This is an optimization exercise on Yosys and OpenROAD, whose aim is small area and a short achievable clock period, not a production implementation. RTL that was checked went through simulation tests only; none was proved equivalent to the original.

==> v1 <==
==> flow/design.v <==
module lifo_sa #(
  parameter int DWIDTH       = 16,
  parameter int AWIDTH       = 8,
  parameter int ALMOST_FULL  = 2,
  parameter int ALMOST_EMPTY = 2,
  parameter int SHOWAHEAD    = 0    
) (
  input  logic              clk_i,
  input  logic              srst_i,
  input  logic              wrreq_i,
  input  logic [DWIDTH-1:0] data_i,
  input  logic              rdreq_i,
  output logic [DWIDTH-1:0] q_o,
  output logic              empty_o,
  output logic              almost_empty_o,
  output logic              full_o,
  output logic              almost_full_o,
  output logic [AWIDTH:0]   usedw_o
  ,
  input  logic              clr_err_i,
  output logic              ovf_o,
  output logic              udf_o
);
  localparam int DEPTH = 2**AWIDTH;
  localparam int AW1   = AWIDTH + 1;
  localparam int NWORDS = DEPTH - 1;
  localparam logic [AWIDTH:0]   DEPTH_W = AW1'(DEPTH);
  localparam logic [AWIDTH:0]   AF_LVL  = AW1'(ALMOST_FULL);
  localparam logic [AWIDTH:0]   AE_LVL  = AW1'(ALMOST_EMPTY);
  localparam logic [AWIDTH:0]   ONE_W   = AW1'(1);
  localparam logic [AWIDTH-1:0] ONE_A   = AWIDTH'(1);
  logic [DWIDTH-1:0] mem_q [NWORDS];
  logic [AWIDTH:0]   usedw_q, usedw_d;
  logic [AWIDTH-1:0] ptr_q, ptr_d;     
  logic [DWIDTH-1:0] top_q, top_d;     
  logic [DWIDTH-1:0] q_q, q_d;
  logic              empty_q, almost_empty_q, full_q, almost_full_q;
  logic              push_ok, pop_ok, push_only, pop_only, push_pop;
  logic [DWIDTH-1:0] rd_data;
  assign push_ok   = wrreq_i & ~full_q;
  assign pop_ok    = rdreq_i & ~empty_q;
  assign push_only = push_ok & ~pop_ok;
  assign pop_only  = pop_ok & ~push_ok;
  assign push_pop  = push_ok & pop_ok;
  always_ff @(posedge clk_i) begin
    for (int j = 0; j < NWORDS; j++) begin
      mem_q[j] <= (mem_q[j] & {DWIDTH{ptr_q != AWIDTH'(j)}})
                | (top_q    & {DWIDTH{usedw_q[AWIDTH-1:0] == AWIDTH'(j + 1)}});
    end
  end
  always_comb begin
    rd_data = '0;
    for (int j = 0; j < NWORDS; j++) begin
      rd_data = rd_data | (mem_q[j] & {DWIDTH{usedw_q[AWIDTH-1:0] == AWIDTH'(j + 2)}});
    end
  end
  always_comb begin
    usedw_d = usedw_q;
    ptr_d   = ptr_q;
    top_d   = top_q;
    q_d     = q_q;
    if (push_only) begin
      usedw_d = usedw_q + ONE_W;
      ptr_d   = ptr_q + ONE_A;
      top_d   = data_i;
    end else if (pop_only) begin
      usedw_d = usedw_q - ONE_W;
      ptr_d   = ptr_q - ONE_A;
      top_d   = rd_data;
      q_d     = top_q;
    end else if (push_pop) begin
      q_d     = data_i;
    end
  end
  always_ff @(posedge clk_i) begin
    top_q <= top_d;
  end
  always_ff @(posedge clk_i) begin
    if (srst_i) begin
      usedw_q        <= '0;
      ptr_q          <= '1;
      q_q            <= '0;
      empty_q        <= 1'b1;
      almost_empty_q <= 1'b1;
      full_q         <= 1'b0;
      almost_full_q  <= (AF_LVL == '0);
    end else begin
      usedw_q        <= usedw_d;
      ptr_q          <= ptr_d;
      q_q            <= q_d;
      empty_q        <= (usedw_d == '0);
      almost_empty_q <= (usedw_d <= AE_LVL);
      full_q         <= (usedw_d == DEPTH_W);
      almost_full_q  <= (usedw_d >= AF_LVL);
    end
  end
  assign q_o            = q_q;
  assign usedw_o        = usedw_q;
  assign empty_o        = empty_q;
  assign almost_empty_o = almost_empty_q;
  assign full_o         = full_q;
  assign almost_full_o  = almost_full_q;
  logic ovf_q, ovf_d, udf_q, udf_d;
  always_comb begin
    ovf_d = ovf_q;
    udf_d = udf_q;
    if (clr_err_i) begin
      ovf_d = 1'b0;
      udf_d = 1'b0;
    end
    if (wrreq_i && full_q && !pop_ok) begin
      ovf_d = 1'b1;
    end
    if (rdreq_i && empty_q) begin
      udf_d = 1'b1;
    end
  end
  always_ff @(posedge clk_i) begin
    if (srst_i) begin
      ovf_q <= 1'b0;
      udf_q <= 1'b0;
    end else begin
      ovf_q <= ovf_d;
      udf_q <= udf_d;
    end
  end
  assign ovf_o = ovf_q;
  assign udf_o = udf_q;
endmodule
==> flow/run.sh <==
#!/bin/bash
# synth_recipe.tcl (not shown) runs the flow's synth.tcl, then flattens the netlist and writes it again
# the make line also repeats each setting of config.mk as NAME=value (left out here)
make -C /OpenROAD-flow-scripts/flow DESIGN_CONFIG=/design/flow/config.mk WORK_HOME=/design/flow/orfs CLKGATE_MAP_FILE= SYNTH_SCRIPT=/design/flow/synth_recipe.tcl finish
==> flow/config.mk <==
export PLATFORM = sky130hd
export DESIGN_NAME = lifo_sa
export DESIGN_NICKNAME = lifo_sa
export VERILOG_FILES = /design/flow/design.v
export SDC_FILE = /design/flow/constraint.sdc
export NUM_CORES = 4
export LEC_CHECK = 0
export CAP_MARGIN = 20
export CORE_MARGIN = 2
export CORE_UTILIZATION = 40
export SETUP_SLACK_MARGIN = 1.2
export SLEW_MARGIN = 20
==> flow/constraint.sdc <==
create_clock -name core_clock -period 4.0 [get_ports {clk_i}]
set_input_delay 0.8000 -clock core_clock [delete_from_list [all_inputs] [get_ports {clk_i}]]
set_output_delay 0.8000 -clock core_clock [all_outputs]
set_load 0.01 [all_outputs]
==> inputs of v5, as changes to v1 <==
--- a/flow/design.v
+++ b/flow/design.v
@@ -5,3 +5,3 @@
   parameter int ALMOST_EMPTY = 2,
-  parameter int SHOWAHEAD    = 0    
+  parameter int SHOWAHEAD    = 0
 ) (
@@ -25,3 +25,2 @@
   localparam int AW1   = AWIDTH + 1;
-  localparam int NWORDS = DEPTH - 1;
   localparam logic [AWIDTH:0]   DEPTH_W = AW1'(DEPTH);
@@ -31,19 +30,18 @@
   localparam logic [AWIDTH-1:0] ONE_A   = AWIDTH'(1);
-  logic [DWIDTH-1:0] mem_q [NWORDS];
+  logic [DWIDTH-1:0] mem_q [DEPTH];
   logic [AWIDTH:0]   usedw_q, usedw_d;
-  logic [AWIDTH-1:0] ptr_q, ptr_d;     
-  logic [DWIDTH-1:0] top_q, top_d;     
   logic [DWIDTH-1:0] q_q, q_d;
   logic              empty_q, almost_empty_q, full_q, almost_full_q;
-  logic              push_ok, pop_ok, push_only, pop_only, push_pop;
-  logic [DWIDTH-1:0] rd_data;
-  assign push_ok   = wrreq_i & ~full_q;
-  assign pop_ok    = rdreq_i & ~empty_q;
-  assign push_only = push_ok & ~pop_ok;
-  assign pop_only  = pop_ok & ~push_ok;
-  assign push_pop  = push_ok & pop_ok;
-  always_ff @(posedge clk_i) begin
-    for (int j = 0; j < NWORDS; j++) begin
-      mem_q[j] <= (mem_q[j] & {DWIDTH{ptr_q != AWIDTH'(j)}})
-                | (top_q    & {DWIDTH{usedw_q[AWIDTH-1:0] == AWIDTH'(j + 1)}});
+  logic              push_ok, pop_ok;
+  logic [AWIDTH-1:0] wr_addr, top_addr;
+  assign push_ok  = wrreq_i & ~full_q;
+  assign pop_ok   = rdreq_i & ~empty_q;
+  assign wr_addr  = usedw_q[AWIDTH-1:0];
+  assign top_addr = wr_addr - ONE_A;
+  always_comb begin
+    usedw_d = usedw_q;
+    if (push_ok && !pop_ok) begin
+      usedw_d = usedw_q + ONE_W;
+    end else if (pop_ok && !push_ok) begin
+      usedw_d = usedw_q - ONE_W;
     end
@@ -51,23 +49,15 @@
   always_comb begin
-    rd_data = '0;
-    for (int j = 0; j < NWORDS; j++) begin
-      rd_data = rd_data | (mem_q[j] & {DWIDTH{usedw_q[AWIDTH-1:0] == AWIDTH'(j + 2)}});
-    end
-  end
-  always_comb begin
-    usedw_d = usedw_q;
-    ptr_d   = ptr_q;
-    top_d   = top_q;
-    q_d     = q_q;
-    if (push_only) begin
-      usedw_d = usedw_q + ONE_W;
-      ptr_d   = ptr_q + ONE_A;
-      top_d   = data_i;
-    end else if (pop_only) begin
-      usedw_d = usedw_q - ONE_W;
-      ptr_d   = ptr_q - ONE_A;
-      top_d   = rd_data;
-      q_d     = top_q;
-    end else if (push_pop) begin
-      q_d     = data_i;
+    q_d = q_q;
+    if (SHOWAHEAD == 0) begin
+      if (push_ok && pop_ok) begin
+        q_d = data_i;
+      end else if (pop_ok) begin
+        q_d = mem_q[top_addr];
+      end
+    end else begin
+      if (push_ok && !pop_ok) begin
+        q_d = data_i;
+      end else if (pop_ok && !push_ok) begin
+        q_d = (usedw_q == ONE_W) ? '0 : mem_q[top_addr - ONE_A];
+      end
     end
@@ -75,3 +65,5 @@
   always_ff @(posedge clk_i) begin
-    top_q <= top_d;
+    if (push_ok && !pop_ok) begin
+      mem_q[wr_addr] <= data_i;
+    end
   end
@@ -80,3 +72,2 @@
       usedw_q        <= '0;
-      ptr_q          <= '1;
       q_q            <= '0;
@@ -88,3 +79,2 @@
       usedw_q        <= usedw_d;
-      ptr_q          <= ptr_d;
       q_q            <= q_d;
Settings changed: SETUP_SLACK_MARGIN 1.2 to default.
==> summary of the runs <==
- v5 finished clean. v1 ended with an error in 5_1_grt.
- In v5 the area after synthesis is higher than in v1, by about 3.7%.
- Of v1 and v5, v1 has the higher synthesized cell count (gap about 110%, measured against v5).
No functional check of the RTL was part of v1.

-- what the ideal ports hide --
In the flow no input, the clock included, has a driving cell. The finished layout below was timed again as built, in two steps.
Step 1 (the two cells are an assumption about what drives the block):
set clk [get_ports {clk_i}]
set_driving_cell -lib_cell sky130_fd_sc_hd__clkbuf_16 $clk
set_driving_cell -lib_cell sky130_fd_sc_hd__buf_2 [delete_from_list [all_inputs] $clk]
Step 2 also shifts input and output timing later by t, the mid clock arrival at the registers, as if the neighbouring blocks saw the same clock.
Slacks: ideal / step 1 / step 2; pairs: ideal / step 1.
run: v5
shift t [ns]: 1.040
setup slack, ns: 0.114 / 0.114 / 0.114
worst hold slack (ns): 0.214 / 0.178 / 0.503
slew at the worst register clock pin (ns): 0.07 / 0.07
worst data-port slew with drivers (ns): 0.12
After both steps setup and hold are still met in v5. The setup slack of v5 moves by 0.000 ns with the drivers and by 0.000 ns with both steps.
